Context: an optimization exercise on an open-source flow, tuned for small area, a short achievable clock period and few clock cycles per item. The choices shown serve that exercise and are no tape-out recipe.
The RTL was checked by simulation tests, not by an equivalence proof against the original design.

## flow/design.v (module list and top-level ports; edited modules follow where they fit)
// module tps_mac_v: 75 lines
// module tps_mac_d: 71 lines
// module tps_sq_cmp: 40 lines
// module track_point_simplifier: 569 lines
module track_point_simplifier #(
    parameter int COORD_BITS = 24
) (
    input  wire          clk,
    input  wire          rst_n,
    input  wire                         in_valid,
    output logic                        in_ready,
    input  wire                         in_opcode,
    input  wire signed [COORD_BITS-1:0] in_x,
    input  wire signed [COORD_BITS-1:0] in_y,
    output logic                        out_valid,
    input  wire                         out_ready,
    output logic                        out_is_point,
    output logic signed [COORD_BITS-1:0] out_x,
    output logic signed [COORD_BITS-1:0] out_y,
    output logic                        out_accepted,
    output logic                        out_last,
    input  wire          psel,
    input  wire          penable,
    input  wire          pwrite,
    input  wire [2:0]    paddr,
    input  wire [31:0]   pwdata,
    output logic [31:0]  prdata,
    output logic         pready
);
  // ...
==> flow/run.sh <==
#!/bin/bash
# synth_recipe.tcl (not shown) runs the flow's synth.tcl, then flattens the netlist and writes it again
# the make line also repeats each setting of config.mk as NAME=value (left out here)
make -C /OpenROAD-flow-scripts/flow DESIGN_CONFIG=/design/flow/config.mk WORK_HOME=/design/flow/orfs CLKGATE_MAP_FILE= SYNTH_SCRIPT=/design/flow/synth_recipe.tcl finish
==> flow/config.mk <==
export PLATFORM = sky130hd
export DESIGN_NAME = track_point_simplifier
export DESIGN_NICKNAME = track_point_simplifier
export VERILOG_FILES = /design/flow/design.v
export SDC_FILE = /design/flow/constraint.sdc
export NUM_CORES = 4
export LEC_CHECK = 0
export CAP_MARGIN = 20
export CORE_MARGIN = 2
export CORE_UTILIZATION = 40
export SLEW_MARGIN = 20
==> flow/constraint.sdc <==
create_clock -name core_clock -period 10.0 [get_ports {clk}]
set_input_delay 2.0000 -clock core_clock [delete_from_list [all_inputs] [get_ports {clk}]]
set_output_delay 2.0000 -clock core_clock [all_outputs]
set_load 0.01 [all_outputs]
==> flow_metrics.tcl, run 1 <==
set metrics [dict create \
    fin_crit_sh_pct 95.3 \
    cp_num_cells 33 \
    cp-endpoint "q_vv[25]" \
    fin_ws_ns 0.473 \
    vias 54000 \
    synth.area.top_cells "edfxtp_1 27%, fa_1 16%, ha_1 8.7%" \
    synth_common_cells "964 x nand2_1, 748 x inv_1, 709 x nor2_1, 616 x edfxtp_1, 551 x fa_1" \
    final_cell_area_um2 77500 \
    ys_types 94 \
    clk_pin_slew_ns 0.06 \
    pin_count 177 \
    synth_top_family_by_area "adder cells" \
    final_cells 9735 \
    ys_ff_latch 850 \
    status "timing/DRC/antenna clean" \
    fin_util_pct 45.1 \
    largest_reg_flops 53 \
    rsz0062_at_grt "false" \
    routed-wl-met2_um 106000 \
    cts_root_buf "clkbuf_16" \
    wl_met1_um 97700 \
    post-cts-setup-buffers 0 \
    drtPass1Iterations 5 \
    nFillCells 16400 \
    relSlewSlack_pct 19.7 \
    busiest_layer "met2" \
    n_tap_cell 2310 \
]
Testbench counts, summed over its fixed seeds: cycles 5,730, items 4,144.
==> module track_point_simplifier, before the edit <==
module track_point_simplifier #(
    parameter int COORD_BITS = 24
) (
    input  wire          clk,
    input  wire          rst_n,
    input  wire                         in_valid,
    output logic                        in_ready,
    input  wire                         in_opcode,
    input  wire signed [COORD_BITS-1:0] in_x,
    input  wire signed [COORD_BITS-1:0] in_y,
    output logic                        out_valid,
    input  wire                         out_ready,
    output logic                        out_is_point,
    output logic signed [COORD_BITS-1:0] out_x,
    output logic signed [COORD_BITS-1:0] out_y,
    output logic                        out_accepted,
    output logic                        out_last,
    input  wire          psel,
    input  wire          penable,
    input  wire          pwrite,
    input  wire [2:0]    paddr,
    input  wire [31:0]   pwdata,
    output logic [31:0]  prdata,
    output logic         pready
);
    localparam logic [3:0] PH_RUN  = 4'd0;   
    localparam logic [3:0] PH_RS1  = 4'd1;   
    localparam logic [3:0] PH_RS2  = 4'd2;   
    localparam logic [3:0] PH_HV   = 4'd3;   
    localparam logic [3:0] PH_VADD = 4'd4;   
    localparam logic [3:0] PH_HD   = 4'd5;   
    localparam logic [3:0] PH_E    = 4'd6;   
    localparam logic [3:0] PH_HR   = 4'd7;   
    localparam logic [3:0] PH_RADD = 4'd8;   
    localparam logic [3:0] PH_GC   = 4'd9;   
    localparam logic [3:0] PH_RDO  = 4'd10;  
    localparam logic [3:0] PH_RS3  = 4'd11;  
    logic [15:0] thr;
    logic        mode;
    logic        cfg_write;
    assign pready    = 1'b1;
    assign cfg_write = psel && penable && pwrite;
    assign prdata    = paddr[2] ? {31'd0, mode} : {16'd0, thr};
    logic               ir_v, ir_op;
    logic signed [23:0] ir_x, ir_y;
    logic signed [24:0] ir_dx, ir_dy;    
    logic signed [24:0] ir_ex, ir_ey;    
    logic               ir_pok;          
    logic               q_v, q_st, q_op, q_dn, q_fit, q_eq;
    logic signed [23:0] q_x, q_y;
    logic signed [24:0] q_dx, q_dy;
    logic signed [24:0] q_tx, q_ty;      
    logic signed [25:0] q_vv;
    logic signed [23:0] px, py, tx, ty;
    logic signed [24:0] dpx, dpy;
    logic signed [24:0] la, lb;
    logic signed [50:0] vp;
    logic [1:0]         seen;
    logic [19:0]        rr_lo, rr_hi;
    logic [20:0]        rr_mid;      
    logic               r_valid, l_fast;
    logic [19:0]        t2;
    logic               t2_valid;
    logic [3:0]         ph;
    logic               hh;
    logic [6:0]         cnt;
    logic signed [52:0] ga;
    logic signed [26:0] gs;
    logic [16:0]        gt;
    logic               sbit, tsbit, g_off, g_dot;
    logic               pend2, pend_ok;
    logic tpe;         
    logic               pred_t, pred_r, pred_n, s1_eq;
    logic               dsel_r, dsel_n, dx_ok;
    logic signed [23:0] ppx, ppy;
    logic signed [24:0] pdx, pdy;
    logic signed [25:0] pvp;
    logic               pvp_fit;
    logic signed [24:0] dx, dy;
    logic signed [23:0] lx, ly, ex, ey;
    assign lx = ir_v ? ir_x : q_x;
    assign ly = ir_v ? ir_y : q_y;
    assign pred_t  = pred_r && !q_st;
    assign ppx     = pred_t ? q_x  : px;
    assign ppy     = pred_t ? q_y  : py;
    assign pdx     = pred_t ? q_dx : dpx;
    assign pdy     = pred_t ? q_dy : dpy;
    assign pvp     = pred_t ? q_vv : vp[25:0];
    assign pvp_fit = pred_t ? (q_vv[25:23] == {3{q_vv[23]}}) : (vp[50:23] == {28{vp[23]}});
    assign dx      = q_st ? q_tx : dsel_r ? ir_dx : ir_ex;
    assign dy      = q_st ? q_ty : dsel_r ? ir_dy : ir_ey;
    assign dx_ok   = q_st || dsel_r || ir_pok;
    logic fit_dx, fit_dy, fit_px, fit_py, fit_a, fit_b, s1_fit;
    assign fit_dx = (dx[24:10]  == {15{dx[10]}});
    assign fit_dy = (dy[24:10]  == {15{dy[10]}});
    assign fit_px = (pdx[24:10] == {15{pdx[10]}});
    assign fit_py = (pdy[24:10] == {15{pdy[10]}});
    assign fit_a  = (la[24:10]  == {15{la[10]}});
    assign fit_b  = (lb[24:10]  == {15{lb[10]}});
    assign s1_fit = fit_dx && fit_dy && fit_px && fit_py && pvp_fit;
    logic signed [10:0] m1a, m1b, m2a, m2b, m3a, m3b, m4a, m4b;
    logic signed [25:0] vx;
    logic [9:0]         s0, s1, t0, t1;
    assign s0 = ga[9:0];
    assign s1 = ga[19:10];
    assign t0 = t2[9:0];
    assign t1 = t2[19:10];
    always_comb
    begin
        m1a = la[10:0];  m1b = dx[10:0];
        m2a = lb[10:0];  m2b = dy[10:0];
        m3a = pdx[10:0]; m3b = dx[10:0];
        m4a = pdy[10:0]; m4b = dy[10:0];
        if ((ph == PH_RS1) || (ph == PH_RDO))
        begin
            m3a = la[10:0]; m3b = la[10:0];
            m4a = lb[10:0]; m4b = lb[10:0];
        end
        if (ph == PH_RS1)
        begin
            m1a = {1'b0, thr[9:0]};
            m1b = {1'b0, thr[9:0]};
            m2b = '0;
        end
        if (ph == PH_RS2)
        begin
            m1a = {1'b0, t1}; m1b = {1'b0, s0};
            m2a = {1'b0, t0}; m2b = {1'b0, s1};
            m3a = {1'b0, t0}; m3b = {1'b0, s0};
            m4b = '0;
        end
        if (ph == PH_RS3)
        begin
            m1a = {1'b0, t1}; m1b = {1'b0, s1};
            m2b = '0;
        end
    end
    assign vx = ((ph == PH_RUN) || (ph == PH_RDO)) ? {{2{pvp[23]}}, pvp[23:0]} : 26'sd0;
    logic signed [25:0] vf;
    logic signed [22:0] dotf;
    tps_mac_v u_mac_v (
        .a0 (m1a), .b0 (m1b), .a1 (m2a), .b1 (m2b), .x (vx), .y (vf)
    );
    tps_mac_d u_mac_d (
        .a0 (m3a), .b0 (m3b), .a1 (m4a), .b1 (m4b), .y (dotf)
    );
    logic [21:0] s_sum;
    logic        lf_new;
    assign s_sum  = dotf[21:0];
    assign lf_new = fit_a && fit_b && (thr[15:10] == 6'd0) && (s_sum[21:20] == 2'd0);
    logic               v_big;
    logic signed [15:0] v16;
    logic signed [41:0] vsq_r;
    logic               f_off;
    assign v_big = !(q_vv[25:15] == {11{q_vv[15]}});
    assign v16   = q_vv[15:0];
    tps_sq_cmp u_sq (
        .v (v16), .p ({rr_hi, rr_lo}), .q (rr_mid), .y (vsq_r)
    );
    assign f_off = !vsq_r[41];
    logic out_free, simple, commit, gen, advance, inval;
    logic off, dneg, d_drop, d_brk, d_ok;
    assign out_free = (!out_valid || out_ready) && !pend2;
    assign simple   = q_op || (seen != 2'd2);
    assign gen      = (ph == PH_GC);
    assign commit   = q_v && !q_st && out_free &&
                      (gen || ((ph == PH_RUN) && (simple || (r_valid && q_fit && l_fast && !v_big))));
    assign off    = gen ? g_off : f_off;
    assign dneg   = gen ? g_dot : q_dn;
    assign d_drop = !off && tpe;
    assign d_brk  = off || (!tpe && dneg);
    assign d_ok   = !q_eq;
    logic redo, s1_load;
    logic nq_v, nq_op, nq_eq, ntpe;
    logic [1:0] nseen;
    assign inval   = !q_op && (((seen == 2'd1) && !q_eq) || ((seen == 2'd2) && d_brk));
    assign advance = (ph == PH_RUN) && ir_v && (!q_v || (commit && !gen)) && dx_ok;
    assign redo    = q_st && ((ph == PH_RUN) || (ph == PH_RDO));
    assign s1_load = advance || redo;
    assign s1_eq   = (dx == 25'd0) && (dy == 25'd0);
    assign nq_v  = advance || (q_v && !commit);
    assign nq_op = advance ? ir_op : q_op;
    assign nq_eq = s1_load ? s1_eq : q_eq;
    always_comb
    begin
        nseen = seen;
        ntpe  = tpe;
        if (commit)
        begin
            if (q_op)
                nseen = 2'd0;
            else if (seen == 2'd2)
                ntpe = tpe || q_eq;
            else if (!((seen == 2'd1) && q_eq))
            begin
                nseen = seen + 2'd1;
                ntpe  = q_eq;
            end
        end
    end
    assign pred_n = nq_v && !nq_op && ((nseen != 2'd2) ? !((nseen == 2'd1) && nq_eq) : !ntpe);
    assign dsel_n = nq_v && (nq_op || !((nseen == 2'd2) && ntpe));
    logic take, px_move;
    assign take    = commit && !q_op && ((seen != 2'd2) ? !((seen == 2'd1) && q_eq)
                                                          : (!d_drop && (!d_brk || d_ok)));
    assign px_move = take && !q_eq;
    assign ex      = (in_valid && in_ready) ? in_x : ir_x;
    assign ey      = (in_valid && in_ready) ? in_y : ir_y;
    logic rdo_go;
    assign rdo_go = commit && !gen && (ph == PH_RUN) && inval && pred_t && ir_v && t2_valid
                 && ((seen == 2'd1) || d_ok);
    assign in_ready = !ir_v || advance;
    logic [4:0]         idx;
    logic               xbit, ybit, abit, bbit, vbit;
    logic [6:0]         vi;
    logic signed [52:0] ga_a, ga_b, ga_sum;
    logic               ga_sub;
    logic signed [26:0] gs_b, gs_sum;
    logic               gs_sub;
    logic [16:0]        gt_sum;
    logic               hor;
    assign idx  = cnt[4:0];
    assign xbit = q_dx[idx];
    assign ybit = q_dy[idx];
    assign abit = (cnt <= 7'd24) && la[idx];
    assign bbit = (cnt <= 7'd24) && lb[idx];
    assign vi   = cnt - 7'd2;
    assign vbit = (cnt >= 7'd2) && (vi <= 7'd50) && vp[vi[5:0]];
    assign hor  = (ph == PH_HV) || (ph == PH_HD) || (ph == PH_HR);
    always_comb
    begin
        ga_a   = ga;
        ga_b   = '0;
        ga_sub = 1'b0;
        if (hor)
        begin
            if (!hh)
            begin
                ga_a = ga <<< 1;
                if (xbit)
                    ga_b = (ph == PH_HD) ? 53'(dpx) : 53'(la);
            end
            else if (ybit)
                ga_b = (ph == PH_HD) ? 53'(dpy) : 53'(lb);
            ga_sub = (idx == 5'd24) ^ (ph == PH_HR);
        end
        else if ((ph == PH_VADD) || (ph == PH_RADD))
            ga_b = 53'(vp);
        else if (ph == PH_E)
        begin
            if (!hh)
                ga_b = tsbit ? 53'($signed({1'b0, thr})) : '0;
            else
            begin
                ga_b   = vbit ? 53'(vp) : '0;
                ga_sub = (vi != 7'd50);
            end
        end
    end
    assign ga_sum = ga_a + (ga_b ^ {53{ga_sub}}) + 53'(ga_sub);
    always_comb
    begin
        gs_b = '0;
        if (!hh)
        begin
            if (abit) gs_b = 27'(la);
        end
        else if (bbit)
            gs_b = 27'(lb);
    end
    assign gs_sub = (cnt == 7'd24);
    assign gs_sum = gs + (gs_b ^ {27{gs_sub}}) + 27'(gs_sub);
    assign gt_sum = gt + (sbit ? {1'b0, thr} : 17'd0);
    always_ff @(posedge clk or negedge rst_n)
    begin
        if (!rst_n)
        begin
            thr       <= '0;
            mode      <= 1'b0;
            ir_v      <= 1'b0;
            q_v       <= 1'b0;
            q_st      <= 1'b0;
            pred_r    <= 1'b0;
            dsel_r    <= 1'b0;
            px        <= '0;
            py        <= '0;
            seen      <= '0;
            r_valid   <= 1'b0;
            t2_valid  <= 1'b0;
            ph        <= PH_RUN;
            out_valid <= 1'b0;
            pend2     <= 1'b0;
        end
        else
        begin
            if (cfg_write)
            begin
                if (paddr[2])
                    mode <= pwdata[0];
                else
                begin
                    thr      <= pwdata[15:0];
                    r_valid  <= 1'b0;
                    t2_valid <= 1'b0;
                end
            end
            if (in_valid && in_ready)
                ir_v <= 1'b1;
            else if (advance)
                ir_v <= 1'b0;
            if (advance)
                q_v <= 1'b1;
            else if (commit)
                q_v <= 1'b0;
            pred_r <= pred_n;
            dsel_r <= dsel_n;
            if (advance)
                q_st <= commit && inval;
            else if (redo)
                q_st <= 1'b0;
            if (commit || (pend2 && out_ready))
                out_valid <= 1'b1;
            else if (out_ready)
                out_valid <= 1'b0;
            if (pend2 && out_ready)
                pend2 <= 1'b0;
            case (ph)
                PH_RUN:
                    if (rdo_go)
                        ph <= PH_RDO;
                    else if (q_v && !q_st && !simple)
                    begin
                        if (!r_valid)
                            ph <= PH_RS1;
                        else if (!(q_fit && l_fast && !v_big))
                            ph <= PH_HV;
                    end
                PH_RS1:
                begin
                    t2_valid <= 1'b1;
                    ph       <= PH_RS2;
                end
                PH_RDO:
                    ph <= PH_RS2;
                PH_RS2:
                    if ((t1 == 10'd0) || (s1 == 10'd0))
                    begin
                        r_valid <= 1'b1;
                        ph      <= PH_RUN;
                    end
                    else
                        ph <= PH_RS3;
                PH_RS3:
                begin
                    r_valid <= 1'b1;
                    ph      <= PH_RUN;
                end
                PH_HV, PH_HD, PH_HR:
                    if (hh && (cnt == 7'd0))
                        ph <= (ph == PH_HV) ? PH_VADD : (ph == PH_HD) ? PH_E : PH_RADD;
                PH_VADD:
                    ph <= PH_HD;
                PH_E:
                    if (hh && (cnt == 7'd67))
                        ph <= (tpe && !ga_sum[52]) ? PH_HR : PH_GC;
                PH_RADD:
                    ph <= PH_GC;
                PH_GC:
                    if (commit)
                        ph <= PH_RUN;
                default:
                    ph <= PH_RUN;
            endcase
            if (commit)
            begin
                if (q_op)
                    seen <= 2'd0;
                else if (take)
                begin
                    px  <= q_x;
                    py  <= q_y;
                    if (seen != 2'd2)
                        seen <= seen + 2'd1;
                    if ((seen == 2'd1) || ((seen == 2'd2) && d_brk))
                        r_valid <= 1'b0;
                end
                if (!q_op && (seen == 2'd2) && !d_drop && d_brk && mode)
                    pend2 <= 1'b1;
            end
        end
    end
    always_ff @(posedge clk)
    begin
        if (in_valid && in_ready)
        begin
            ir_op <= in_opcode;
            ir_x  <= in_x;
            ir_y  <= in_y;
            ir_dx <= {in_x[23], in_x} - {lx[23], lx};
            ir_dy <= {in_y[23], in_y} - {ly[23], ly};
        end
        ir_ex  <= {ex[23], ex} - {px[23], px};
        ir_ey  <= {ey[23], ey} - {py[23], py};
        ir_pok <= !px_move;
        if ((ph == PH_VADD) || (ph == PH_RADD))
            vp <= ga_sum[50:0];
        if (take)
        begin
            tx  <= px;
            ty  <= py;
            dpx <= q_dx;
            dpy <= q_dy;
            tpe <= q_eq;
            if ((seen == 2'd1) || ((seen == 2'd2) && d_brk))
            begin
                la <= q_dy;
                lb <= -q_dx;
                vp <= '0;
            end
            else if ((seen == 2'd2) && !gen)
                vp <= 51'(q_vv);
        end
        if (advance)
        begin
            q_op  <= ir_op;
            q_x   <= ir_x;
            q_y   <= ir_y;
            q_tx  <= ir_dx;
            q_ty  <= ir_dy;
        end
        if (s1_load)
        begin
            q_dx  <= dx;
            q_dy  <= dy;
            q_eq  <= s1_eq;
            q_vv  <= vf;
            q_fit <= s1_fit;
            if (ph != PH_RDO)
                q_dn <= dotf[22];
        end
        if (pend2 && out_ready)
        begin
            out_is_point <= 1'b1;
            out_x        <= pend_ok ? tx : px;
            out_y        <= pend_ok ? ty : py;
            out_accepted <= pend_ok;
            out_last     <= 1'b1;
        end
        else if (commit)
        begin
            out_is_point <= 1'b0;
            out_x        <= '0;
            out_y        <= '0;
            out_accepted <= 1'b0;
            out_last     <= 1'b1;
            pend_ok      <= d_ok;
            if (q_op)
            begin
                out_is_point <= 1'b1;
                out_x        <= px;
                out_y        <= py;
            end
            else if (seen == 2'd0)
            begin
                out_is_point <= 1'b1;
                out_x        <= q_x;
                out_y        <= q_y;
                out_accepted <= 1'b1;
            end
            else if (seen == 2'd1)
                out_accepted <= !q_eq;
            else if (!d_drop && d_brk)
            begin
                out_is_point <= 1'b1;
                if (mode)
                begin
                    out_x    <= tx;
                    out_y    <= ty;
                    out_last <= 1'b0;
                end
                else
                begin
                    out_x        <= px;
                    out_y        <= py;
                    out_accepted <= d_ok;
                end
            end
        end
        case (ph)
            PH_RUN:
            begin
                ga  <= '0;
                cnt <= 7'd24;
                hh  <= 1'b0;
            end
            PH_RS1, PH_RDO:
            begin
                ga       <= '0;
                ga[21:0] <= s_sum;
                l_fast   <= lf_new;
                if (ph == PH_RS1)
                    t2 <= vf[19:0];
            end
            PH_RS2:
            begin
                rr_lo  <= dotf[19:0];
                rr_mid <= vf[20:0];
                rr_hi  <= '0;
            end
            PH_RS3:
                rr_hi <= vf[19:0];
            PH_HV, PH_HD, PH_HR:
            begin
                ga <= ga_sum;
                hh <= !hh;
                if (hh)
                begin
                    cnt <= cnt - 7'd1;
                    if (cnt == 7'd0)
                    begin
                        if (ph == PH_HD)
                        begin
                            g_dot <= ga_sum[52];
                            ga    <= '0;
                            gs    <= '0;
                            gt    <= '0;
                            sbit  <= 1'b0;
                            tsbit <= 1'b0;
                            cnt   <= 7'd0;
                        end
                    end
                end
            end
            PH_VADD:
            begin
                ga  <= '0;
                cnt <= 7'd24;
                hh  <= 1'b0;
            end
            PH_E:
            begin
                hh <= !hh;
                if (!hh)
                begin
                    ga <= ga_sum;
                    gs <= gs_sum;
                end
                else
                begin
                    ga    <= ga_sum >>> 1;
                    gs    <= gs_sum >>> 1;
                    sbit  <= gs_sum[0];
                    gt    <= gt_sum >> 1;
                    tsbit <= gt_sum[0];
                    cnt   <= cnt + 7'd1;
                    if (cnt == 7'd67)
                    begin
                        g_off <= ga_sum[52];
                        ga    <= '0;
                        cnt   <= 7'd24;
                    end
                end
            end
            default:
            begin
            end
        endcase
    end
endmodule
==> run 2: changes to the inputs <==
--- a/flow/design.v
+++ b/flow/design.v
@@ -252,6 +252,10 @@
     logic signed [50:0] vp;
     logic [1:0]         seen;
+    logic [60:0]        acc;
     logic [19:0]        rr_lo, rr_hi;
-    logic [20:0]        rr_mid;      
+    logic [20:0]        rr_mid;
+    assign rr_lo  = acc[19:0];
+    assign rr_mid = acc[40:20];
+    assign rr_hi  = acc[60:41];
     logic               r_valid, l_fast;
     logic [19:0]        t2;
@@ -261,4 +265,5 @@
     logic [6:0]         cnt;
     logic signed [52:0] ga;
+    assign ga = acc[52:0];
     logic signed [26:0] gs;
     logic [16:0]        gt;
@@ -297,6 +302,6 @@
     logic signed [25:0] vx;
     logic [9:0]         s0, s1, t0, t1;
-    assign s0 = ga[9:0];
-    assign s1 = ga[19:10];
+    assign s0 = acc[50:41];
+    assign s1 = acc[60:51];
     assign t0 = t2[9:0];
     assign t1 = t2[19:10];
@@ -529,5 +534,8 @@
                             ph <= PH_RS1;
                         else if (!(q_fit && l_fast && !v_big))
-                            ph <= PH_HV;
+                        begin
+                            ph      <= PH_HV;
+                            r_valid <= 1'b0;
+                        end
                     end
                 PH_RS1:
@@ -685,5 +693,6 @@
             PH_RUN:
             begin
-                ga  <= '0;
+                if (!rdo_go && q_v && !q_st && !simple && r_valid && !(q_fit && l_fast && !v_big))
+                    acc[52:0] <= '0;
                 cnt <= 7'd24;
                 hh  <= 1'b0;
@@ -691,7 +700,6 @@
             PH_RS1, PH_RDO:
             begin
-                ga       <= '0;
-                ga[21:0] <= s_sum;
-                l_fast   <= lf_new;
+                acc[60:41] <= s_sum[19:0];
+                l_fast     <= lf_new;
                 if (ph == PH_RS1)
                     t2 <= vf[19:0];
@@ -699,13 +707,14 @@
             PH_RS2:
             begin
-                rr_lo  <= dotf[19:0];
-                rr_mid <= vf[20:0];
-                rr_hi  <= '0;
+                acc[19:0]  <= dotf[19:0];
+                acc[40:20] <= vf[20:0];
+                if ((t1 == 10'd0) || (s1 == 10'd0))
+                    acc[60:41] <= '0;
             end
             PH_RS3:
-                rr_hi <= vf[19:0];
+                acc[60:41] <= vf[19:0];
             PH_HV, PH_HD, PH_HR:
             begin
-                ga <= ga_sum;
+                acc[52:0] <= ga_sum;
                 hh <= !hh;
                 if (hh)
@@ -717,5 +726,5 @@
                         begin
                             g_dot <= ga_sum[52];
-                            ga    <= '0;
+                            acc[52:0] <= '0;
                             gs    <= '0;
                             gt    <= '0;
@@ -729,5 +738,5 @@
             PH_VADD:
             begin
-                ga  <= '0;
+                acc[52:0] <= '0;
                 cnt <= 7'd24;
                 hh  <= 1'b0;
@@ -738,10 +747,10 @@
                 if (!hh)
                 begin
-                    ga <= ga_sum;
+                    acc[52:0] <= ga_sum;
                     gs <= gs_sum;
                 end
                 else
                 begin
-                    ga    <= ga_sum >>> 1;
+                    acc[52:0] <= ga_sum >>> 1;
                     gs    <= gs_sum >>> 1;
                     sbit  <= gs_sum[0];
@@ -752,5 +761,5 @@
                     begin
                         g_off <= ga_sum[52];
-                        ga    <= '0;
+                        acc[52:0] <= '0;
                         cnt   <= 7'd24;
                     end
--- a/flow/config.mk
+++ b/flow/config.mk
@@ -9,3 +9,4 @@
 export CORE_MARGIN = 2
 export CORE_UTILIZATION = 40
+export SETUP_SLACK_MARGIN = 1.5
 export SLEW_MARGIN = 20
==> flow_metrics.tcl, run 2 <==
set metrics [dict create \
    cts_tree "built" \
    nFillCells 16200 \
    cpMostUsedCell "fa_1" \
    ys_types 104 \
    cts_hold_buf 0 \
    routed_wl_um 249000 \
    cp-endpoint "acc[37]" \
    maxCapViolCount 0 \
    core_um2 170000 \
    yosysTopAreaCell "edfxtp_1" \
    pin_count 177 \
    antenna_found_initial 6 \
    clock_skew_ns 0.0614 \
    reg2regPathDepth 30 \
    min_period_ns 8.38 \
    postPlaceCellArea_um2 73200 \
    fin_ws_ns 1.62 \
    gp_congestion 1.03 \
    cp_max_fo 20 \
    synth_common_cells "1018 x nand2_1, 731 x inv_1, 656 x nor2_1, 563 x edfxtp_1, 551 x fa_1" \
    worst_slew_pin_slew_ns 1.24 \
    grt_pass1_vias 55500 \
    relSlewSlack_pct 16.8 \
    yosysTopAreaCellShare_pct 24.7 \
    cpMaxStageDelayCell "fa_1" \
    io_buffer_count 141 \
    start_kind "flop" \
    worstHoldStart "ir_dy[7]" \
    cp.required_ns 10.50 \
    clk_pin_slew_ns 0.06 \
    area_growth_pct 15.6 \
    antenna_left 0 \
    cp.arrival_ns 8.88 \
    rows 151 \
    hold_violations 0 \
    vias 56500 \
    slew_viol_final 0 \
    start_util_pct 40.3 \
    final_cell_mix "1004 x nand2_1, 727 x inv_1, 632 x nor2_1" \
    vias_per_cell 5.77 \
    fin_util_pct 46.6 \
    cts_root_buf "clkbuf_16" \
    die_x_um 417 \
    hold_class "flop to flop" \
    drtPass1Iterations 6 \
    synth_cells 7242 \
    synth.most_common_cell "nand2_1" \
    wl_per_cell_um 25.4 \
    timing.fmax_mhz 119 \
    rsz0062_at_grt "true" \
    critPathLaunch "ph[2]" \
    dp.cells 9491 \
    largest_reg_flops 61 \
    clkLatencyLatePin_ns 0.76 \
    tns_ns 0 \
    synthFlopType "edfxtp_1" \
    fin_crit_sh_pct 83.8 \
    ys_ff_latch 797 \
    drt_iter0_markers 5620 \
    reg2reg_from "ph[2]" \
    dieArea_um2 174000 \
    grt_pass1_wl_um 365000 \
    num-nets-final 8621 \
    cts_buffers 91 \
    synth.area.top_cells "edfxtp_1 25%, fa_1 16%, ha_1 8.9%" \
    final_cell_area_um2 79000 \
    clock_path_buffers 3 \
    final_common_cell "nand2_1" \
    drive_gt1_share_pct 11.8 \
    pre_cts_ws_ns 0.516 \
    status "timing/DRC/antenna clean" \
    top_register "acc" \
    die_y_um 417 \
    final_cells 9795 \
    end_kind "flop" \
    syn-cell-area_um2 68400 \
    synth_edf_count 563 \
    grt_max_degree 114 \
    drc 0 \
    grt_overflow_total 0 \
    cpPeakStageDelay_ns 0.56 \
    worstSetupPathType "flop to flop" \
    grt.total_usage_pct 28.1 \
    yosysWarnings 1 \
    top_regs "acc: 61 flops, vp: 51 flops, gs: 27 flops" \
    cts_sinks 797 \
    setup_viol 0 \
    htreeDepth 3 \
    ys_async_sr_fraction_pct 10.0 \
    place_hpwl_um 194000 \
    r2r_slack_ns 1.62 \
    syn_avg_cell_area_um2 9.44 \
    yosysSeqAreaShare_pct 32.2 \
    timing.rr.end "acc[37]" \
]
## run 2: cell types whose count changed after synthesis, sizes merged, moves of 21 or more
| cell | change |
|---|---|
| edfxtp | -53 |
| xnor2 | +37 |
| clkbuf | +34 |
| a21oi | -48 |
| a31oi | +24 |
| o21a | -21 |
| nor2 | -53 |
| xor2 | -42 |
| o21ai | +68 |
| nand2 | +54 |
## run 2: stage by stage
stage	hold WS [ns]
3_5_place_dp	0.433
4_1_cts	0.414
6_report	0.427
5_1_grt	0.446
3_3_place_gp	0.429
2_1_floorplan	0.406
## run 2: repair_timing
item | 4_1_cts | 5_1_grt
pin swaps | 14 | 44
setup endpoints to repair | 127 | 123
cloned | 1 | 4
setup buffers | 37 | 87
resized for setup | 144 | 149
## run 2: cells by family after synthesis
| kind of cell | count (synthesis) | share of synthesized area, % |
|---|---|---|
| XOR/XNOR | 284 | 3.66 |
| adder cells (fa/ha/maj) | 1035 | 25.0 |
| flip-flops | 797 | 32.2 |
| AND/OR/NAND/NOR | 2342 | 15.1 |
| multiplexers | 253 | 4.35 |
| buffers and inverters | 1091 | 6.22 |
| AO/OA/AOI/OAI | 1438 | 13.5 |
| other | 2 | 0.0110 |
## run 2: worst min path at each step
stage,end,cells past startpoint
CTS,q_ty[7],0
finish,q_ty[7],0
global route,q_ty[7],0
floorplan,tpe,0
global placement,q_y[23],0
detailed placement,q_ty[20],0
## run 2: layout make-up
class                           instances  area, µm²  area share, %
Sequential cell                       797      22000           27.8
Clock inverter                         59       1010           1.28
Clock buffer                          113       2520           3.19
Inverter                              733       2760           3.49
Multi-Input combinational cell       5369      43300           54.8
Tap cell                             2218       2780           3.51
Timing Repair Buffer                  503       4630           5.86
Antenna cell                            3       7.51        0.00950
## run 2: critical path, delay by kind of cell (launching register included)
kind	cells	cell delay, ns
buffers and inverters	4	0.47
XOR/XNOR	1	0.51
flip-flops	1	0.42
AO/OA/AOI/OAI	9	1.72
adder cells (fa/ha/maj)	8	3.73
AND/OR/NAND/NOR	8	1.29
## run 2: metal layers
metal / wire [µm] / up-vias / part of all wire (%) / track usage, %
met5: 24 / - / 0.0096 / 0
met4: 18000 / 4 / 7.2 / 16.3
met3: 20200 / 659 / 8.1 / 5.19
met2: 109000 / 2606 / 44 / 43.5
met1: 101000 / 27800 / 41 / 36.9
li1: - / 25400 / - / -
Testbench counts of run 2, summed over its fixed seeds: cycles 5,730, items 4,144.
==> run 3: changes to the inputs <==
--- a/flow/config.mk
+++ b/flow/config.mk
@@ -9,4 +9,3 @@
 export CORE_MARGIN = 2
 export CORE_UTILIZATION = 40
-export SETUP_SLACK_MARGIN = 1.5
 export SLEW_MARGIN = 20
==> flow_metrics.tcl, run 3 <==
set metrics [dict create \
    fin_ws_ns 0.477 \
    slew_viol_final 0 \
    syn-cell-area_um2 68400 \
    crit_family "adder cells" \
    maxCapViolCount 0 \
    grt_max_degree 132 \
    cp.required_ns 10.47 \
    cpMaxStageDelayCell "fa_1" \
    cts_hold_buf 0 \
    dieArea_um2 174000 \
    clk_pin_slew_ns 0.07 \
    routed_wl_um 242000 \
    top_regs "acc: 61 flops, vp: 51 flops, gs: 27 flops" \
    grt.total_usage_pct 27.4 \
    cts_buffers 90 \
    cpMostUsedCell "fa_1" \
    fin_crit_sh_pct 95.2 \
    cp.arrival_ns 9.99 \
    start_kind "flop" \
    synth.most_common_cell "nand2_1" \
    core_um2 170000 \
    clkLatencyLatePin_ns 0.76 \
    path_buf_inv 9 \
    cts_resized 0 \
    yosysSeqAreaShare_pct 32.2 \
    cts_tree "built" \
    vias_per_cell 5.78 \
    vias 56000 \
    grt_overflow_total 0 \
    post-cts-setup-buffers 0 \
    timing.fmax_mhz 105 \
    end_kind "flop" \
    yosysTopAreaCell "edfxtp_1" \
    clock_skew_ns 0.0752 \
    hold_class "flop to flop" \
    rows 151 \
    yosysWarnings 1 \
    place_hpwl_um 189000 \
    status "timing/DRC/antenna clean" \
    die_y_um 417 \
    antenna_left 0 \
    ys_types 104 \
    synth_cells 7242 \
    pin_count 177 \
    worstSetupPathType "flop to flop" \
    syn_avg_cell_area_um2 9.44 \
    top_register "acc" \
    gp_congestion 1.02 \
    synth_common_cells "1018 x nand2_1, 731 x inv_1, 656 x nor2_1, 563 x edfxtp_1, 551 x fa_1" \
    final_common_cell "nand2_1" \
    drtPass1Iterations 8 \
    yosysTopAreaCellShare_pct 24.7 \
    area_growth_pct 11.8 \
    drt_iter0_markers 6045 \
    antenna_found_initial 18 \
    pre_cts_ws_ns 0.544 \
    num-nets-final 8509 \
    synth_edf_count 563 \
    cts_root_buf "clkbuf_16" \
    relSlewSlack_pct 19.1 \
    wl_per_cell_um 25.0 \
    drc 0 \
    final_cell_mix "1012 x nand2_1, 728 x inv_1, 650 x nor2_1" \
    synth.area.top_cells "edfxtp_1 25%, fa_1 16%, ha_1 8.9%" \
    htreeDepth 3 \
    cp_max_fo 15 \
    clock_path_buffers 3 \
    grt_pass1_vias 55200 \
    drive_gt1_share_pct 7.92 \
    start_util_pct 40.3 \
    synthFlopType "edfxtp_1" \
    cts_sinks 797 \
    tns_ns 0 \
    io_buffer_count 141 \
    largest_reg_flops 61 \
    setup_viol 0 \
    rsz0062_at_grt "false" \
    grt_pass1_wl_um 357000 \
    min_period_ns 9.52 \
    r2r_slack_ns 0.48 \
    ys_async_sr_fraction_pct 10.0 \
    hold_violations 0 \
    worst_slew_pin_slew_ns 1.21 \
    ys_ff_latch 797 \
    die_x_um 417 \
    cpPeakStageDelay_ns 0.59 \
]
## run 3: cell counts after synthesis
Identical to the previous run, type by type.
## run 3: layout make-up
cell class                 count  area [µm²]
fill                       16200       93200
multi-input combinational   5369       42400
sequential                   797       22000
timing repair buffer         392        3370
tap                         2218        2780
inverter                     733        2760
clock buffer                 118        2440
clock inverter                51         737
antenna                        4        10.0
## run 3: kinds of logic after synthesis
family | Yosys count | synth area share, %
and+or+nand+nor | 2342 | 15.1
AOI/OAI and AO/OA | 1438 | 13.5
buffers and inverters | 1091 | 6.22
adders and majority gates | 1035 | 25.0
DFF | 797 | 32.2
xor gates and xnor gates | 284 | 3.66
muxes | 253 | 4.35
other | 2 | 0.0110
## run 3: routing by layer
layer | vias to the layer above | global-route usage [%] | routed length (µm)
met2 | 2656 | 42.4 | 106000
li1 | 25200 | - | -
met1 | 27500 | 35.9 | 97600
met5 | - | 0 | 139
met4 | 22 | 15.3 | 16000
met3 | 647 | 5.72 | 22000
## run 3: final timing paths
check                           startpoint      end  cells past startpoint
min in group asynchronous            rst_n    px[4]                      1
worst min register to register    ir_dx[3]  q_tx[3]                      0
max in group asynchronous            rst_n     q_st                      2
worst min-delay path              ir_dx[3]  q_tx[3]                      0
worst max-delay path                 ph[3]   l_fast                     33
worst max register to register       ph[3]   l_fast                     33
## run 3: metrics by stage
stage	hold WS [ns]	utilization, %	area [µm²]	cells
4_1_cts	0.447	45.1	76500	9678
3_3_place_gp	0.430	43.2	73300	9508
2_1_floorplan	0.406	-	68400	7257
3_5_place_dp	0.434	43.2	73300	9509
5_1_grt	0.456	45.1	76500	9679
6_report	0.446	45.1	76500	9682
==> run 4: changes to the inputs <==
--- a/flow/design.v
+++ b/flow/design.v
@@ -400,5 +400,5 @@
     end
     assign pred_n = nq_v && !nq_op && ((nseen != 2'd2) ? !((nseen == 2'd1) && nq_eq) : !ntpe);
-    assign dsel_n = nq_v && (nq_op || !((nseen == 2'd2) && ntpe));
+    assign dsel_n = nq_v && !nq_op && !((nseen == 2'd2) && ntpe);
     logic take, px_move;
     assign take    = commit && !q_op && ((seen != 2'd2) ? !((seen == 2'd1) && q_eq)
--- a/flow/config.mk
+++ b/flow/config.mk
@@ -9,3 +9,4 @@
 export CORE_MARGIN = 2
 export CORE_UTILIZATION = 40
+export SETUP_SLACK_MARGIN = 2.5
 export SLEW_MARGIN = 20
==> flow_metrics.tcl, run 4 <==
set metrics [dict create \
    final_cell_mix "957 x nand2_1, 708 x inv_1, 579 x nor2_1" \
    drc 0 \
    synth_common_cells "996 x nand2_1, 724 x inv_1, 632 x nor2_1, 563 x edfxtp_1, 551 x fa_1" \
    clock_path_buffers 3 \
    fin_ws_ns 1.66 \
    vias 56900 \
    worst_slew_pin_slew_ns 1.18 \
    fin_crit_sh_pct 83.4 \
    grt_pass1_vias 56400 \
    synth.area.top_cells "edfxtp_1 25%, fa_1 16%, ha_1 8.9%" \
    synthFlopType "edfxtp_1" \
    postPlaceCellArea_um2 72800 \
    ys_types 95 \
    synth_cells 7144 \
    post_synth_and_or_nand_nor_area_fraction_pct 14.5 \
    status "timing/DRC/antenna clean" \
    slew_viol_final 0 \
    worstSetupPathType "flop to flop" \
    end_kind "flop" \
    clock_skew_ns 0.0402 \
    synth_edf_count 563 \
    clk_pin_slew_ns 0.06 \
    synth_top_family_by_area "adder cells" \
    grt.total_usage_pct 29.0 \
    maxCapViolCount 0 \
    io_buffer_count 141 \
    yosysWarnings 1 \
    drive_gt1_share_pct 16.0 \
    cpMostUsedCell "fa_1" \
    place_hpwl_um 189000 \
    area_growth_pct 19.5 \
    largest_reg_flops 61 \
    antenna_found_initial 5 \
    ys_ff_latch 797 \
    routed_wl_um 255000 \
    synth-xor-area-share_pct 3.67 \
    num-nets-final 8672 \
    muxShareOfSynthArea_pct 4.55 \
    grt_max_degree 70 \
    gp_congestion 1.01 \
    top_regs "acc: 61 flops, vp: 51 flops, gs: 27 flops" \
    dieArea_um2 173000 \
    cts_buffers 87 \
    final_common_cell "nand2_1" \
    relSlewSlack_pct 21.2 \
    pin_count 177 \
    tns_ns 0 \
    cpPeakStageDelay_ns 0.58 \
    synth-compound-area-share_pct 13.6 \
    min_period_ns 8.34 \
    die_y_um 416 \
    cpMaxStageDelayCell "fa_1" \
    cp_max_fo 9 \
    cts_tree "built" \
    vias_per_cell 5.78 \
    cts_sinks 797 \
    start_util_pct 40.2 \
    htreeDepth 3 \
    nFillCells 15700 \
    yosysSeqAreaShare_pct 32.4 \
    wl_per_cell_um 26.0 \
    die_x_um 416 \
    final_cell_area_um2 81200 \
    cp.required_ns 10.43 \
    synth_fa_ha_area_share_pct 25.1 \
    synth.most_common_cell "nand2_1" \
    grt_overflow_total 0 \
    core_um2 169000 \
    cp.arrival_ns 8.76 \
    syn-cell-area_um2 68000 \
    pre_cts_ws_ns 0.426 \
    drtPass1Iterations 6 \
    cts_root_buf "clkbuf_16" \
    antenna_left 0 \
    syn_avg_cell_area_um2 9.51 \
    drt_iter0_markers 6143 \
    hold_violations 0 \
    hold_class "flop to flop" \
    rows 151 \
    yosysTopAreaCell "edfxtp_1" \
    grt_pass1_wl_um 374000 \
    timing.fmax_mhz 120 \
    clkLatencyLatePin_ns 0.72 \
    start_kind "flop" \
    yosysTopAreaCellShare_pct 24.9 \
    top_register "acc" \
    rsz0062_at_grt "true" \
    ys_async_sr_fraction_pct 10.0 \
    setup_viol 0 \
]
-- run 4: through the flow --
stage / std cells / util [%] / hold WS (ns)
after floorplan: 7159 / - / 0.424
after global placement: 9370 / 43.1 / 0.429
after detailed placement: 9370 / 43.1 / 0.433
after CTS: 9738 / 47.0 / 0.427
after global routing: 9838 / 48.0 / 0.455
final: 9839 / 48.0 / 0.428
-- run 4: worst paths after layout --
kind	start	endpoint	slack, ns	depth (start not counted)
min in group asynchronous	rst_n	py[4]	1.25	1
max in group asynchronous	rst_n	mode	7.39	2
worst min-delay path	ir_dx[16]	q_tx[16]	0.43	0
worst max-delay path	ph[1]	q_vv[24]	1.66	33
worst min register to register	ir_dx[16]	q_tx[16]	0.43	0
worst max register to register	ph[1]	q_vv[24]	1.66	33
-- run 4: timing repair --
item / 4_1_cts / 5_1_grt
setup buffers: 187 / 95
setup endpoints to repair: 399 / 373
cloned: 19 / 4
pin swaps: 96 / 112
resized for setup: 387 / 195
hold buffers: 0 / 0
-- run 4: layout make-up --
class                      count  area, µm²  area share [%]
timing repair inverter         1       6.26         0.00771
timing repair buffer         651       6160            7.58
clock inverter                45        637           0.784
tap                         2218       2780            3.42
multi-input combinational   5282      44400            54.7
clock buffer                 117       2370            2.92
sequential                   797      22000            27.1
inverter                     727       2790            3.44
antenna                        1       2.50         0.00308
-- run 4: critical path, delay by kind of cell, from the launching register on --
kind                       cells  cell delay [ns]
DFF                            1             0.54
AOI/OAI and AO/OA             13             2.14
and+or+nand+nor                7             1.02
buffers and inverters          4             0.56
xor gates and xnor gates       1             0.19
adders and majority gates      8             3.56
-- run 4: logic make-up (layout without fill, tap and decap cells) --
logic type	Yosys count	in the layout
buf+inv	1085	1541
other cells	2	18
flops	797	797
fa+ha+maj	1034	1034
simple gates	2246	2249
xor+xnor	285	285
compound gates	1435	1437
mux	260	260
-- run 4: metal layers --
layer | vias up | global-route usage, % | part of all wire (%)
met5 | - | 0 | 0.0055
met4 | 2 | 14.5 | 6.3
met3 | 613 | 5.94 | 9.0
met2 | 2630 | 45.3 | 44
met1 | 28300 | 38.3 | 41
li1 | 25400 | - | -
Testbench counts of run 4, summed over its fixed seeds: cycles 5,812, items 4,144.
==> run 5: changes to the inputs <==
--- a/flow/config.mk
+++ b/flow/config.mk
@@ -9,4 +9,4 @@
 export CORE_MARGIN = 2
 export CORE_UTILIZATION = 40
-export SETUP_SLACK_MARGIN = 2.5
+export SETUP_SLACK_MARGIN = 1.5
 export SLEW_MARGIN = 20
==> flow_metrics.tcl, run 5 <==
set metrics [dict create \
    cp.required_ns 10.46 \
    clk_pin_slew_ns 0.06 \
    min_period_ns 8.35 \
    core_um2 169000 \
    top_regs "acc: 61 flops, vp: 51 flops, gs: 27 flops" \
    setup_viol 0 \
    grt_overflow_total 0 \
    place_hpwl_um 195000 \
    wl_per_cell_um 25.6 \
    status "timing/DRC/antenna clean" \
    start_util_pct 40.2 \
    clock_path_buffers 3 \
    io_buffer_count 141 \
    cts_buffers 93 \
    cp_max_fo 13 \
    drtPass1Iterations 9 \
    timing.fmax_mhz 120 \
    yosysWarnings 1 \
    die_x_um 416 \
    cpMaxStageDelayCell "fa_1" \
    htreeDepth 3 \
    timing.rr.end "q_vv[25]" \
    cts_tree "built" \
    cpPeakStageDelay_ns 0.56 \
    fin_crit_sh_pct 83.5 \
    worst_slew_pin_slew_ns 1.17 \
    grt_pass1_wl_um 369000 \
    drc 0 \
    reg2reg_from "dsel_r" \
    routed_wl_um 251000 \
    tns_ns 0 \
    relSlewSlack_pct 21.7 \
    ys_ff_latch 797 \
    grt_pass1_vias 55900 \
    maxCapViolCount 0 \
    vias 56600 \
    critPathLaunch "dsel_r" \
    antenna_found_initial 14 \
    crit_family "adder cells" \
    yosysTopAreaCellShare_pct 24.9 \
    ys_async_sr_fraction_pct 10.0 \
    grt_max_degree 71 \
    vias_per_cell 5.78 \
    drt_iter0_markers 6042 \
    path_buf_inv 8 \
    cp_num_cells 35 \
    pin_count 177 \
    cts_hold_buf 0 \
    hold_violations 0 \
    muxShareOfSynthArea_pct 4.55 \
    syn-cell-area_um2 68000 \
    synth.area.top_cells "edfxtp_1 25%, fa_1 16%, ha_1 8.9%" \
    die_y_um 416 \
    r2r_slack_ns 1.65 \
    cpMostUsedCell "fa_1" \
    clock_skew_ns 0.0466 \
    final_cell_mix "982 x nand2_1, 716 x inv_1, 616 x nor2_1" \
    synthFlopType "edfxtp_1" \
    synth.most_common_cell "nand2_1" \
    synth_top_family_by_area "adder cells" \
    yosysSeqAreaShare_pct 32.4 \
    drive_gt1_share_pct 12.0 \
    rows 151 \
    cp-endpoint "q_vv[25]" \
    post_synth_and_or_nand_nor_area_fraction_pct 14.5 \
    grt.total_usage_pct 28.7 \
    top_register "acc" \
    timing.hold.ws_ns 0.436 \
    ys_types 95 \
    dieArea_um2 173000 \
    cts_sinks 797 \
    synth-compound-area-share_pct 13.6 \
    rsz0062_at_grt "true" \
    cts_root_buf "clkbuf_16" \
    start_kind "flop" \
    end_kind "flop" \
    area_growth_pct 15.8 \
    hold_class "flop to flop" \
    synth_edf_count 563 \
    syn_avg_cell_area_um2 9.51 \
    num-nets-final 8613 \
    synth_cells 7144 \
    final_cell_area_um2 78700 \
    yosysTopAreaCell "edfxtp_1" \
    largest_reg_flops 61 \
    clkLatencyLatePin_ns 0.75 \
    worstSetupPathType "flop to flop" \
    synth_fa_ha_area_share_pct 25.1 \
    synth-xor-area-share_pct 3.67 \
    slew_viol_final 0 \
    postPlaceCellArea_um2 73600 \
    reg2regPathDepth 35 \
    gp_congestion 1.01 \
    antenna_left 0 \
    cp.arrival_ns 8.81 \
    synth_common_cells "996 x nand2_1, 724 x inv_1, 632 x nor2_1, 563 x edfxtp_1, 551 x fa_1" \
    final_common_cell "nand2_1" \
]
[run 5: per-layer routing]
metal | GRT usage, % | wire length (µm)
met5 | 0 | 61
met4 | 15.1 | 16100
met3 | 5.79 | 22000
met2 | 44.8 | 112000
met1 | 37.5 | 101000
[run 5: final cells by class]
| class | instances | area, µm² |
|---|---|---|
| fillers | 16000 | 90400 |
| multi-input cells | 5278 | 42600 |
| flip-flops and latches | 797 | 22000 |
| repair buffers | 591 | 5310 |
| well taps | 2218 | 2780 |
| inverters | 727 | 2750 |
| clock buffers | 135 | 2660 |
| clock inverters | 41 | 561 |
| diodes | 4 | 10.0 |
[run 5: cells by family (layout without fill, tap and decap cells)]
family,Yosys count,count (layout)
flops,797,797
mux,260,260
simple gates,2246,2247
other cells,2,21
xor+xnor,285,285
buf+inv,1085,1494
compound gates,1435,1435
fa+ha+maj,1034,1034
[run 5: worst min-delay path by stage]
stage / start / to / slack (ns) / cells after the start
6_report: ir_dy[0] / q_ty[0] / 0.44 / 0
3_3_place_gp: ir_x[17] / q_x[17] / 0.43 / 0
4_1_cts: ir_dy[0] / q_ty[0] / 0.43 / 0
5_1_grt: ir_dy[0] / q_ty[0] / 0.44 / 0
2_1_floorplan: ir_x[10] / q_x[10] / 0.42 / 0
3_5_place_dp: ir_dy[21] / q_ty[21] / 0.43 / 0
[run 5: per-stage QoR]
stage | instances | worst slack [ns] | utilization, %
2_1_floorplan | 7159 | 1.57 | -
3_3_place_gp | 9473 | 0.576 | 43.5
3_5_place_dp | 9475 | 0.550 | 43.5
4_1_cts | 9740 | 1.48 | 46.0
5_1_grt | 9788 | 1.36 | 46.5
6_report | 9791 | 1.65 | 46.5
[run 5: repair_timing]
item,in CTS,in global routing
resized for setup,94,89
cloned,2,1
pin swaps,19,18
endpoints found under the setup margin,246,156
setup buffers,87,44
[run 5: worst register-to-register path: cells and delay by family, from the launching register on]
family	cells	cell delay [ns]
compound gates	13	2.07
flops	1	0.55
xor+xnor	1	0.17
fa+ha+maj	8	3.65
buf+inv	8	1.14
simple gates	4	0.36
mux	1	0.14
==> run 6: changes to the inputs <==
--- a/flow/design.v
+++ b/flow/design.v
@@ -400,9 +400,9 @@
     end
     assign pred_n = nq_v && !nq_op && ((nseen != 2'd2) ? !((nseen == 2'd1) && nq_eq) : !ntpe);
-    assign dsel_n = nq_v && !nq_op && !((nseen == 2'd2) && ntpe);
+    assign dsel_n = nq_v && (nq_op || !((nseen == 2'd2) && ntpe));
     logic take, px_move;
     assign take    = commit && !q_op && ((seen != 2'd2) ? !((seen == 2'd1) && q_eq)
                                                           : (!d_drop && (!d_brk || d_ok)));
-    assign px_move = take && !q_eq;
+    assign px_move = take && ((seen == 2'd0) || !q_eq);
     assign ex      = (in_valid && in_ready) ? in_x : ir_x;
     assign ey      = (in_valid && in_ready) ? in_y : ir_y;
==> flow_metrics.tcl, run 6 <==
set metrics [dict create \
    hold_class "flop to flop" \
    reg2reg_from "ph[0]" \
    cp.arrival_ns 9.03 \
    muxShareOfSynthArea_pct 5.29 \
    grt_pass1_wl_um 362000 \
    setup_viol 0 \
    clock_skew_ns 0.0570 \
    clkLatencyLatePin_ns 0.75 \
    nFillCells 15900 \
    final_cells 9660 \
    antenna_found_initial 12 \
    cp-endpoint "q_vv[25]" \
    place_hpwl_um 190000 \
    synth_common_cells "894 x nand2_1, 750 x inv_1, 584 x nor2_1, 563 x edfxtp_1, 551 x fa_1" \
    slew_viol_final 0 \
    cp_max_fo 7 \
    relSlewSlack_pct 24.7 \
    syn_avg_cell_area_um2 9.60 \
    synth_cells 7057 \
    cts_sinks 797 \
    start_kind "flop" \
    syn-cell-area_um2 67800 \
    clock_path_buffers 3 \
    clk_pin_slew_ns 0.06 \
    hold_violations 0 \
    yosysSeqAreaShare_pct 32.4 \
    start_util_pct 40.1 \
    vias 55300 \
    grt.total_usage_pct 28.2 \
    grt_max_degree 105 \
    gp_congestion 1.00 \
    timing.fmax_mhz 117 \
    drt_iter0_markers 5223 \
    cpMaxStageDelayCell "fa_1" \
    top_register "acc" \
    synth_edf_count 563 \
    largest_reg_flops 61 \
    num-nets-final 8482 \
    vias_per_cell 5.73 \
    min_period_ns 8.56 \
    cts_buffers 93 \
    io_buffer_count 141 \
    core_um2 169000 \
    drc 0 \
    die_y_um 416 \
    grt_overflow_total 0 \
    synth_top_family_by_area "adder cells" \
    dp.cells 9358 \
    dieArea_um2 173000 \
    crit_family "adder cells" \
    cts_root_buf "clkbuf_16" \
    synth_fa_ha_area_share_pct 25.2 \
    fin_crit_sh_pct 85.6 \
    wl_per_cell_um 25.6 \
    final_common_cell "nand2_1" \
    cp.required_ns 10.47 \
    yosysTopAreaCell "edfxtp_1" \
    pin_count 177 \
    antenna_left 0 \
    reg2regPathDepth 33 \
    worstSetupPathType "flop to flop" \
    end_kind "flop" \
    cpPeakStageDelay_ns 0.58 \
    ys_async_sr_fraction_pct 10.0 \
    htreeDepth 3 \
    ys_ff_latch 797 \
    cts_hold_buf 0 \
    final_cell_mix "879 x nand2_1, 742 x inv_1, 570 x nor2_1" \
    routed_wl_um 247000 \
    timing.hold.ws_ns 0.441 \
    grt_pass1_vias 54800 \
    synth.most_common_cell "nand2_1" \
    ys_types 94 \
    cpMostUsedCell "fa_1" \
    top_regs "acc: 61 flops, vp: 51 flops, gs: 27 flops" \
    yosysWarnings 1 \
    drive_gt1_share_pct 12.4 \
    die_x_um 416 \
    cp_num_cells 33 \
    synth-xor-area-share_pct 3.66 \
    drtPass1Iterations 7 \
    rows 151 \
    status "timing/DRC/antenna clean" \
    rsz0062_at_grt "true" \
    synthFlopType "edfxtp_1" \
    yosysTopAreaCellShare_pct 24.9 \
    area_growth_pct 15.5 \
    tns_ns 0 \
    worst_slew_pin_slew_ns 1.13 \
    cts_tree "built" \
    timing.rr.end "q_vv[25]" \
    synth.area.top_cells "edfxtp_1 25%, fa_1 16%, ha_1 8.9%" \
    r2r_slack_ns 1.44 \
    maxCapViolCount 0 \
    post_synth_and_or_nand_nor_area_fraction_pct 13.6 \
    synth-compound-area-share_pct 13.6 \
    path_buf_inv 6 \
    critPathLaunch "ph[0]" \
]
==> run 6: cell types whose count changed in the layout (fill, tap and decap cells not counted), moves of 20 or more <==
cell	change
nand2_1	-103
inv_1	+26
xor2_1	-39
mux2_2	+21
o21ai_1	+24
clkbuf_1	-20
a221oi_1	-34
xnor2_1	+39
buf_4	-53
a21oi_1	+61
a22oi_1	+53
a21o_1	-20
a221o_1	-22
nor2_1	-46
==> run 6: how the worst min path moves through the flow <==
stage              start       end  slack [ns]  cells after the start
6_report       ir_dx[15]  q_tx[15]        0.44                      0
3_5_place_dp   ir_dy[21]  q_ty[21]        0.43                      0
5_1_grt        ir_dy[21]  q_ty[21]        0.46                      0
4_1_cts        ir_dx[15]  q_tx[15]        0.44                      0
3_3_place_gp   ir_dy[13]  q_ty[13]        0.43                      0
2_1_floorplan   ir_x[10]   q_x[10]        0.42                      0
==> run 6: cells by family after synthesis <==
family,count (synthesis)
simple gates,2080
compound gates,1463
buf+inv,1103
fa+ha+maj,1034
flops,797
mux,295
xor+xnor,283
other cells,2
==> run 6: area by class of cell <==
type	instances	area (µm²)	share of cell area, %
Clock buffer	117	2580	3.30
Antenna cell	4	10.0	0.0128
Sequential cell	797	22000	28.1
Clock inverter	59	677	0.865
Multi-Input combinational cell	5173	42600	54.4
Timing Repair Buffer	539	4820	6.15
Tap cell	2218	2780	3.55
Inverter	753	2840	3.63
==> run 6: what timing repair did <==
item / 4_1_cts / 5_1_grt
setup buffers: 56 / 61
cloned: 1 / 3
pin swaps: 13 / 60
setup endpoints to repair: 37 / 178
endpoints found under the hold margin: 0 / 0
gates resized for setup: 92 / 124
==> run 6: metal layers <==
layer / global-route usage [%] / share of wire [%] / wire length (µm)
met1: 37.1 / 41 / 101000
met2: 44.1 / 45 / 111000
met3: 5.03 / 7.8 / 19400
met4: 15.2 / 6.6 / 16300
met5: 0 / 0.0044 / 11
==> run 6: stage by stage <==
| stage | worst slack [ns] | instance area [µm²] | utilization [%] |
|---|---|---|---|
| final | 1.44 | 78300 | 46.3 |
| after global routing | 1.24 | 78300 | 46.3 |
| after CTS | 1.44 | 77200 | 45.7 |
| after detailed placement | 0.309 | 73100 | 43.3 |
| after global placement | 0.373 | 73100 | 43.3 |
| after floorplan | 1.23 | 68000 | - |
Testbench counts of run 6, summed over its fixed seeds: cycles 5,730, items 4,144.

[afterwards: timing with drivers on the ports]
The results above use ideal ports. As a check the final layouts listed here were re-extracted and re-timed, cells and wires unchanged. Step 1 (the two cells are an assumption about what drives the block):
set clk [get_ports {clk}]
set_driving_cell -lib_cell sky130_fd_sc_hd__clkbuf_16 $clk
set_driving_cell -lib_cell sky130_fd_sc_hd__buf_2 [delete_from_list [all_inputs] $clk]
Step 2, shift: input delay + t, output delay - t, t = (earliest + latest rising clock arrival at the registers) / 2. This alone moves slack from input paths to output paths. a / b / c = no drivers / after step 1 / after step 2; a / b = the first two.
run	t, ns	slack for setup (ns)	hold slack, ns	worst setup path after step 2	worst register clock-pin slew, ns
run 1	0.809	0.473 / 0.473 / 0.473	0.422 / 0.422 / 0.422	register to register	0.07 / 0.07
run 2	0.811	1.622 / 1.622 / 1.622	0.427 / 0.427 / 0.427	register to register	0.07 / 0.07
run 3	0.796	0.477 / 0.477 / 0.477	0.446 / 0.446 / 0.446	register to register	0.07 / 0.07
run 4	0.782	1.664 / 1.664 / 1.664	0.428 / 0.428 / 0.428	register to register	0.07 / 0.07
run 5	0.804	1.648 / 1.648 / 1.123	0.436 / 0.436 / 0.436	input to register	0.07 / 0.07
run 6	0.803	1.437 / 1.437 / 1.437	0.441 / 0.441 / 0.441	register to register	0.07 / 0.07
After both steps every run listed still meets setup and hold. The setup slack of run 5, which loses most, moves by 0.000 ns with the drivers and by -0.525 ns with both steps.
